Background: an optimization exercise with open tools, aiming at small area, a short achievable clock period and few clock cycles. Do not read the settings as production practice.
No functional check of the RTL was part of this run.
Power and IR drop assume default switching activity.

## config.mk

```make
export PLATFORM = sky130hd
export DESIGN_NAME = mem_responder
export DESIGN_NICKNAME = mem_responder
export VERILOG_FILES = /design/flow/design.v
export SDC_FILE = /design/flow/constraint.sdc
export NUM_CORES = 4
export LEC_CHECK = 0
export CAP_MARGIN = 20
export CORE_MARGIN = 2
export CORE_UTILIZATION = 40
export PLACE_DENSITY = 0.6
export SLEW_MARGIN = 20
```

## constraint.sdc

```tcl
create_clock -name core_clock -period 8.0 [get_ports {clk}]
set_input_delay 1.6000 -clock core_clock [delete_from_list [all_inputs] [get_ports {clk}]]
set_output_delay 1.6000 -clock core_clock [all_outputs]
set_load 0.01 [all_outputs]
```

## design.v

```verilog
package isa_pkg;
    localparam int DATA_W = 8;
    localparam int ADDR_W = 8;
    typedef enum logic [2:0] {
        LW   = 3'b000,
        SW   = 3'b001,
        BNEZ = 3'b010,
        XOR  = 3'b011,
        INC  = 3'b100,
        SHL  = 3'b101,
        SHR  = 3'b110,
        AND  = 3'b111
    } opcode_t;
    typedef enum logic [1:0] {
        IDLE,
        WAIT,
        DONE
    } mem_state_t;
endpackage
module mem_array #(
    parameter int DATA_W = 8,
    parameter int DEPTH  = 256,
    parameter int IDX_W  = 8
) (
    input  logic              clk,
    input  logic              wrEn,
    input  logic              rdEn,
    input  logic [IDX_W-1:0]  idx,
    input  logic [DATA_W-1:0] wrData,
    output logic [DATA_W-1:0] rdData
);
    logic [DATA_W-1:0] mem [DEPTH];
    always_ff @(posedge clk) begin
        if (wrEn) begin
            mem[idx] <= wrData;
        end
        if (rdEn) begin
            rdData <= mem[idx];
        end
    end
endmodule
module mem_responder #(
    parameter int DATA_W   = isa_pkg::DATA_W,
    parameter int ADDR_W   = isa_pkg::ADDR_W,
    parameter int DEPTH    = 256,
    parameter int WAIT_CYC = 2
) (
    input  logic              clk,
    input  logic              rst_n,
    input  logic              readMem_en,
    input  logic              writeMem_en,
    input  logic [ADDR_W-1:0] addr,
    input  logic [DATA_W-1:0] wdata,
    output logic [DATA_W-1:0] rdata,
    output logic              rdata_valid,
    output logic              stall,
    output logic              err
);
    localparam int IDX_W = (DEPTH > 1) ? $clog2(DEPTH) : 1;
    localparam int CNT_W = (WAIT_CYC > 1) ? $clog2(WAIT_CYC) : 1;
    isa_pkg::mem_state_t state, stateNext;
    isa_pkg::opcode_t  opQ;
    logic [IDX_W-1:0]  idxIn, idxQ;
    logic [DATA_W-1:0] wdataQ, rdataQ, arrRd;
    logic [CNT_W-1:0]  cnt;
    logic              loadReq, storeReq, bothReq, bufHit, accept, lastWait;
    assign loadReq  = readMem_en & ~writeMem_en;
    assign storeReq = writeMem_en & ~readMem_en;
    assign bothReq  = readMem_en & writeMem_en;
    assign idxIn    = IDX_W'({1'b0, addr} % (ADDR_W + 1)'(DEPTH));
    assign accept   = (state == isa_pkg::IDLE) & (loadReq | storeReq) & ~bufHit;
    assign lastWait = (state == isa_pkg::WAIT) && (cnt == '0);
    assign bufHit = 1'b0;
    always_ff @(posedge clk or negedge rst_n) begin
        if (!rst_n) begin
            state  <= isa_pkg::IDLE;
            cnt    <= '0;
            opQ    <= isa_pkg::LW;
            idxQ   <= '0;
            wdataQ <= '0;
            rdataQ <= '0;
        end else begin
            state <= stateNext;
            if (accept) begin
                opQ    <= readMem_en ? isa_pkg::LW : isa_pkg::SW;
                idxQ   <= idxIn;
                wdataQ <= wdata;
                cnt    <= CNT_W'(WAIT_CYC - 1);
            end else if ((state == isa_pkg::WAIT) && (cnt != '0)) begin
                cnt <= cnt - CNT_W'(1);
            end
            if ((state == isa_pkg::DONE) && (opQ == isa_pkg::LW)) begin
                rdataQ <= arrRd;
            end
        end
    end
    always_comb begin
        stateNext   = state;
        stall       = 1'b0;
        err         = 1'b0;
        rdata_valid = 1'b0;
        rdata       = rdataQ;
        case (state)
            isa_pkg::IDLE: begin
                if (accept) begin
                    stall     = 1'b1;
                    stateNext = isa_pkg::WAIT;
                end
                err = bothReq;
            end
            isa_pkg::WAIT: begin
                stall = 1'b1;
                if (cnt == '0) begin
                    stateNext = isa_pkg::DONE;
                end
            end
            isa_pkg::DONE: begin
                stateNext = isa_pkg::IDLE;
                if (opQ == isa_pkg::LW) begin
                    rdata_valid = 1'b1;
                    rdata       = arrRd;
                end
            end
            default: stateNext = isa_pkg::IDLE;
        endcase
    end
    mem_array #(
        .DATA_W (DATA_W),
        .DEPTH  (DEPTH),
        .IDX_W  (IDX_W)
    ) uArray (
        .clk    (clk),
        .wrEn   (lastWait & (opQ == isa_pkg::SW)),
        .rdEn   (lastWait & (opQ == isa_pkg::LW)),
        .idx    (idxQ),
        .wrData (wdataQ),
        .rdData (arrRd)
    );
endmodule
```

## run.sh

```bash
#!/bin/bash
# synth_recipe.tcl (not shown) runs the flow's synth.tcl, then flattens the netlist and writes it again
# the make line also repeats each setting of config.mk as NAME=value (left out here)
make -C /OpenROAD-flow-scripts/flow DESIGN_CONFIG=/design/flow/config.mk WORK_HOME=/design/flow/orfs CLKGATE_MAP_FILE= SYNTH_SCRIPT=/design/flow/synth_recipe.tcl finish
```

==> flow_metrics.env <==
export IMPL_min_path_type="reg -> reg"
export IMPL_critical_path_buf_inv_count=3
export IMPL_cp_cell_sequence="clkdlybuf4s50_1, ha_1, nor2_1, or2_2, inv_1, clkdlybuf4s50_1"
export IMPL_dieArea_um2=202600
export IMPL_synth_edf_count=2056
export IMPL_layout_cells_non_filler=6505
export IMPL_whs_ns=0.5045
export IMPL_synth_xor_area_share_pct=0
export IMPL_cp_slowest_cell="clkdlybuf4s50_1"
export IMPL_netlist_area_um2=79610
export IMPL_synth_top_family_by_area="multiplexers"
export IMPL_clock_skew_ns=0.03682
export IMPL_synth_area_leaders="edfxtp_1 78%, mux4_2 14%, a22oi_1 2.4%"
export IMPL_insertion_delay_ns=0.82
export IMPL_cts_sinks=2084
export IMPL_r2r_end="uArray.rdData[3]"
export IMPL_synth_compound_area_share_pct=3.668
export IMPL_fin_crit_ns=4.852
export IMPL_crit_cells=6
export IMPL_rsz0062_at_grt="false"
export IMPL_setup_worst_path_start_class="input pin"
export IMPL_slew_headroom_pct=22.58
export IMPL_holdBufCountCts=0
export IMPL_grt_pass1_wl_um=276600
export IMPL_synthSimpleGateAreaFrac_pct=1.636
export IMPL_syn_nets=3624
export IMPL_drtIter0Drc=4374
export IMPL_critical_path_class="in -> out"
export IMPL_numCtsBuffers=201
export IMPL_grt_overflow=0
export IMPL_pwr_density_cell_nw_per_um2=364.7
export IMPL_final_nets=3710
export IMPL_async_flop_share_pct=1.344
export IMPL_met1_usage_pct=26.56
export IMPL_multiInputGateArea_um2=16330
export IMPL_first_global_vias=38290
export IMPL_synth_top_area_share_pct=77.55
export IMPL_grt_max_degree=200
export IMPL_syn_avg_cell_area_um2=22.10
export IMPL_drt_wirelength_per_cell_um=29.54
export IMPL_reg2reg_depth=7
export IMPL_min_to="rdataQ[7]"
export IMPL_met2_usage_pct=29.61
export IMPL_cts_tree="done"
export IMPL_crit_path_end_kind="output pin"
export IMPL_dp_slack_ns=3.152
export IMPL_tightest_slew_ns=1.146
export IMPL_port_buffer_count=30
export IMPL_viasPerCell=5.759
export IMPL_maxCapViolations=0
export IMPL_routed_wl_um=192100
export IMPL_post_dp_hpwl_um=106500
export IMPL_setup_ws_ns=3.148
export IMPL_ctsHtreeMaxLevel=4
export IMPL_antenna_found_initial=5
export IMPL_yosysTopAreaCell="edfxtp_1"
export IMPL_synth_seq_area_share_pct=78.43
export IMPL_synth_distinct_cells=28
export IMPL_layout_worst_path_cycle_share_pct=60.66
export IMPL_n_fill_cell=16360
export IMPL_hold_viol=0
export IMPL_use_met3_pct=3.543
export IMPL_r2r_slack_ns=3.28
export IMPL_drc=0
export IMPL_path_common_cell="clkdlybuf4s50_1"
export IMPL_drive_gt1_share_pct=24.79
export IMPL_drv_slew=0
export IMPL_syn_to_final_growth_pct=12.69
export IMPL_r2r_start="idxQ[1]"
export IMPL_busiest_layer="met2"
export IMPL_status="finished clean"
export IMPL_firstDrtPassIters=5
export IMPL_root_buffer="clkbuf_16"
export IMPL_cp_max_fo=3
export IMPL_io_pins=31
export IMPL_yosysWarningCount=2
export IMPL_irDropWorstVdd_mv=0.2881
export IMPL_track_usage_pct=18.77
export IMPL_worstPathRequired_ns=6.40
export IMPL_setup_tns_final_ns=0
export IMPL_ys_flop_type="edfxtp_1"
export IMPL_crit_path_max_incr_delay_ns=0.52
export IMPL_routabilityCongestion=0.7656
export IMPL_postRouteAntennaNets=0
export IMPL_min_delay_path_depth=1
export IMPL_cts_resized=0
export IMPL_clock_path_buffers=3
export IMPL_max_freq_mhz=206.1
export IMPL_synth_fa_ha_area_share_pct=0.01572
export IMPL_core_um2=197600
export IMPL_regArea_um2=62480
export IMPL_clkTransAtPathRegs_ns=0.06
export IMPL_fp_row_count=163
export IMPL_synthMuxAreaShare_pct=14.94
export IMPL_path_delay_family="buffers and inverters"
export IMPL_setup_viol=0
export IMPL_die_y_um=450.1
export IMPL_dieWidth_um=450.1
export IMPL_start_util_pct=40.29
export IMPL_timing_hold_worst_start="rdataQ[7]"
export IMPL_placed_cells=6121
export IMPL_cts_setup_buffers=0
export IMPL_power_leakage_nw=26.96
export IMPL_synth_cells=3603
export IMPL_crit_arrival_ns=3.25
export IMPL_ys_ff_latch=2084
export IMPL_via_count=37460
## per-layer routing
| metal | wire length, um | part of all wire [%] | vias up |
|---|---|---|---|
| met1 | 79840 | 42 | 20310 |
| li1 | - | - | 15470 |
| met3 | 13970 | 7.3 | 291 |
| met2 | 92550 | 48 | 1381 |
| met4 | 5770 | 3.0 | 2 |
| met5 | 13 | 0.0068 | - |
## cell usage after synthesis, drive strengths merged (4+ instances only)
library cell / count
edfxtp: 2056
mux4: 512
nor2: 261
a22oi: 256
clkbuf: 140
a21oi: 130
buf: 89
mux2: 32
o41ai: 32
nand2: 30
dfrtp: 28
nand4: 8
nor2b: 7
nor3b: 6
nand3: 4
## layout by cell type, fill, tap and decap left out, types with 5 or more instances in the layout
| cell type | instances |
|---|---|
| buf_4 | 62 |
| clkbuf_16 | 207 |
| mux4_2 | 512 |
| clkbuf_1 | 55 |
| buf_12 | 14 |
| a22oi_1 | 256 |
| mux2_2 | 32 |
| nand4_1 | 8 |
| edfxtp_1 | 2056 |
| clkdlybuf4s50_1 | 30 |
| a21oi_1 | 130 |
| dfrtp_1 | 18 |
| buf_16 | 5 |
| nand2_2 | 16 |
| o41ai_2 | 24 |
| clkinv_1 | 53 |
| nor2_1 | 259 |
| clkinv_2 | 33 |
| bufinv_16 | 17 |
| dfrtp_4 | 10 |
| o41ai_1 | 8 |
| nand2_1 | 14 |
## power by group
part | switching [mW] | internal [mW]
logic | 5.69 | 3.32
registers | 0.599 | 13.8
clock network | 4.00 | 5.30
## worst reg2reg max path, cell delays in order, from the launching register on
cell and delay, ns:
dfrtp_4 0.88, buf_4 0.67, buf_4 0.76, mux4_2 0.44
a22oi_1 0.24, a21oi_1 0.20, o41ai_1 1.06, nand4_1 0.17
## worst max path at each step
stage                from               end  slack (ns)
2_1_floorplan   wdataQ[0]  uArray.mem[0][0]        4.02
3_3_place_gp      idxQ[1]  uArray.rdData[0]        2.57
3_5_place_dp   readMem_en             stall        3.15
4_1_cts        readMem_en             stall        3.15
5_1_grt        readMem_en             stall        3.07
6_report       readMem_en             stall        3.15
## layout make-up
cell class                      count  area share [%]
Clock inverter                    114           1.107
Tap cell                         2640           3.682
Clock buffer                      264           6.034
Sequential cell                  2084           69.64
Antenna cell                        1        0.002789
Inverter                            2        0.008368
Multi-Input combinational cell   1288           18.20
Timing Repair Buffer              112           1.325
## logic make-up after synthesis
group	Yosys count
AO/OA/AOI/OAI	419
flip-flops	2084
buffers and inverters	231
adder cells (fa/ha/maj)	1
multiplexers	544
AND/OR/NAND/NOR	324
## sequential cells by signal (all words and copies together), names as in the netlist
signal / count
idxQ: 8
cnt: 1
rdataQ: 8
opQ: 1
state: 2
uArray.rdData: 8
uArray.mem: 2048
wdataQ: 8
## per-stage QoR
| stage | instance area, um^2 | power [mW] | util [%] |
|---|---|---|---|
| 2_1_floorplan | 79610 | 20.42 | - |
| 3_3_place_gp | 82990 | 23.48 | 42.00 |
| 3_5_place_dp | 83180 | 23.71 | 42.09 |
| 4_1_cts | 89580 | 32.91 | 45.33 |
| 5_1_grt | 89720 | 33.86 | 45.40 |
| 6_report | 89720 | 32.72 | 45.40 |

what the ideal ports hide:
The results above use ideal ports. As a check the final layout listed here was re-extracted and re-timed, cells and wires unchanged. Step 1: set_driving_cell puts a clkbuf_16 on clk and a buf_2 on each other input, an assumption about the parent block. Step 2 times the ports against the registers' clock, not the clock port: input delays grow and output delays shrink by t, the midpoint of the rising clock arrivals with the driver on. Three values: ideal ports, drivers, drivers and shift; two values: the first two.
t, ns: 0.881
slack for setup (ns): 3.148 / 3.125 / 3.125
hold WS [ns]: 0.504 / 0.504 / 0.504
latest minus earliest clock arrival (ns): 0.038 / 0.039
After both steps this run still meets setup and hold. The setup slack of this run moves by -0.023 ns with the drivers and by -0.023 ns with both steps.
